What follows belongs to an exercise in optimizing a design on an open flow for small area, a short achievable clock period and few clock cycles per item; a production flow would make more cautious choices. At most, simulation tests tie the RTL to the original design; equivalence was not proved. Power is estimated from default activity; no workload was simulated.

// cubic_joint_trajectory_interpolator
module cubic_joint_trajectory_interpolator (
  input  logic         clk,
  input  logic         rst,
  input  logic         start,
  output logic         busy,
  input  logic [1:0]   item_command,
  input  logic [2:0]   item_joint_select,
  input  logic [31:0]  item_start_position,
  input  logic [31:0]  item_goal_position,
  output logic [2:0]   result_joint_index,
  output logic [26:0]  result_sample_time_us,
  output logic [31:0]  result_position,
  output logic [31:0]  result_velocity,
  output logic [30:0]  result_peak_speed,
  output logic         result_last_joint,
  output logic         result_final_sample,
  output logic         result_valid,
  input  logic         cfg_valid,
  output logic         cfg_ready,
  input  logic [2:0]   cfg_index,
  input  logic [26:0]  cfg_data
);
For scale: about 12000 cells after synthesis, ~1600 flip-flops, roughly 230 I/O pins.
clock: 12.5 ns
lec_check: 0
abc_clock_period_in_ps: 4000
cap_margin: 20
core_margin: 2
core_utilization: 50
slew_margin: 20
standard.sh (not shown) runs the stock make flow with config.mk's settings and CLKGATE_MAP_FILE= SYNTH_SCRIPT=/design/flow/synth_recipe.tcl, a recipe that flattens the netlist after the stock synthesis.
==> flow/flow/run.sh <==
#!/bin/bash
# Standard synthesis and layout (the standard.sh), with timing repair aimed at a
# setup margin of MARGIN ns below the design's clock period. Full make output goes to
# flow_make.log in the work folder; ORFS's per-step logs stay under orfs/logs/.
set -euo pipefail
MARGIN=$(cat flow/margin.txt)
bash standard.sh SETUP_SLACK_MARGIN="$MARGIN" finish > flow_make.log 2>&1
==> flow/flow/margin.txt <==
8.2
Testbench counts at the start, summed over its fixed seeds: cycles 4,038, items 3,750.
Change:
==> flow/flow/margin.txt (replaced) <==
8
=> The new run finished with timing, DRC and antenna clean. Non-clock buffer count is lower by 200. Hold slack hardly moves. Final area shrinks by 2.7%. Clock power is about the same. Synthesized cell count does not change. Routed wire length goes down by about 3.4%. Flip-flop and latch count stays the same.

========
cubic_joint_trajectory_interpolator, a different RTL version from the one above (not shown whole).
Size: roughly 13,000 cells after synthesis, roughly 0.12 mm2 of cells after synthesis.
// cubic_joint_trajectory_interpolator
module cubic_joint_trajectory_interpolator (
  input  logic         clk,
  input  logic         rst,
  input  logic         start,
  output logic         busy,
  input  logic [1:0]   item_command,
  input  logic [2:0]   item_joint_select,
  input  logic [31:0]  item_start_position,
  input  logic [31:0]  item_goal_position,
  output logic [2:0]   result_joint_index,
  output logic [26:0]  result_sample_time_us,
  output logic [31:0]  result_position,
  output logic [31:0]  result_velocity,
  output logic [30:0]  result_peak_speed,
  output logic         result_last_joint,
  output logic         result_final_sample,
  output logic         result_valid,
  input  logic         cfg_valid,
  output logic         cfg_ready,
  input  logic [2:0]   cfg_index,
  input  logic [26:0]  cfg_data
);
make LEC_CHECK=0 ABC_CLOCK_PERIOD_IN_PS=4000 CAP_MARGIN=20 CORE_MARGIN=2 CORE_UTILIZATION=40 SLEW_MARGIN=20 finish   # period 12.5 ns
run.sh (not shown) runs the stock make flow with config.mk's settings and CLKGATE_MAP_FILE= SYNTH_SCRIPT=/design/flow/synth_recipe.tcl, a recipe that flattens the netlist after the stock synthesis.
Stock flow here: none of the scripts above is used.
The starting point finished with timing, DRC and antenna clean.
Then changed:
==> flow/flow/run.sh (new file) <==
#!/bin/bash
# Standard synthesis and layout (the standard.sh), with timing repair aimed at a
# setup margin of MARGIN ns below the design's clock period. Full make output goes to
# flow_make.log in the work folder; ORFS's per-step logs stay under orfs/logs/.
set -euo pipefail
MARGIN=$(cat flow/margin.txt)
bash standard.sh SETUP_SLACK_MARGIN="$MARGIN" finish > flow_make.log 2>&1
==> flow/flow/margin.txt (new file) <==
8
==> flow/standard.sh (new file) <==
#!/bin/bash
# synth_recipe.tcl (not shown) runs the flow's synth.tcl, then flattens the netlist and writes it again
# the make line also repeats each setting of config.mk as NAME=value (left out here)
make -C /OpenROAD-flow-scripts/flow DESIGN_CONFIG=/design/flow/config.mk WORK_HOME=/design/flow/orfs CLKGATE_MAP_FILE= SYNTH_SCRIPT=/design/flow/synth_recipe.tcl "${@:-finish}"
removed: flow/run.sh
The new run finished with timing, DRC and antenna clean.
Area after synthesis stays the same.
Count of clock-buffer cells in the layout falls by 4.
Non-clock buffer count climbs by 458.
Routed wire length rose by a few percent.
No run of this note included a check of the RTL's function; only the layout flow was run.

## re-timing with driven ports
How much do the figures lean on ideal ports? The routed layouts below were timed once more, with nothing changed but the port constraints.
Step 1: set_driving_cell puts a clkbuf_16 on clk and a buf_2 on each other input, an assumption about the parent block.
Step 2 moves the port delays by t, midway between the first and last clock arrival at a register: inputs arrive t later, outputs are due t later. That takes back most of the time a late clock gives input paths.
a / b / c = ideal ports / drivers / drivers and shift; a / b = the first two.
run	shift t [ns]	setup slack, ns	hold WS [ns]	latest minus earliest clock arrival (ns)
the first run of note 1	0.952	8.085 / 8.085 / 7.367	0.303 / 0.303 / 0.303	0.101 / 0.101
the second run of note 1	0.935	7.985 / 7.985 / 7.259	0.302 / 0.302 / 0.302	0.099 / 0.099
the first run of note 2	0.926	5.147 / 5.147 / 5.147	0.332 / 0.332 / 0.332	0.086 / 0.086
the second run of note 2	0.912	6.489 / 6.489 / 6.489	0.330 / 0.330 / 0.330	0.114 / 0.114
After both steps setup and hold are still met in every run listed. For the second run of note 1, which loses most, drivers alone change the setup slack by 0.000 ns; drivers and shift together by -0.726 ns.
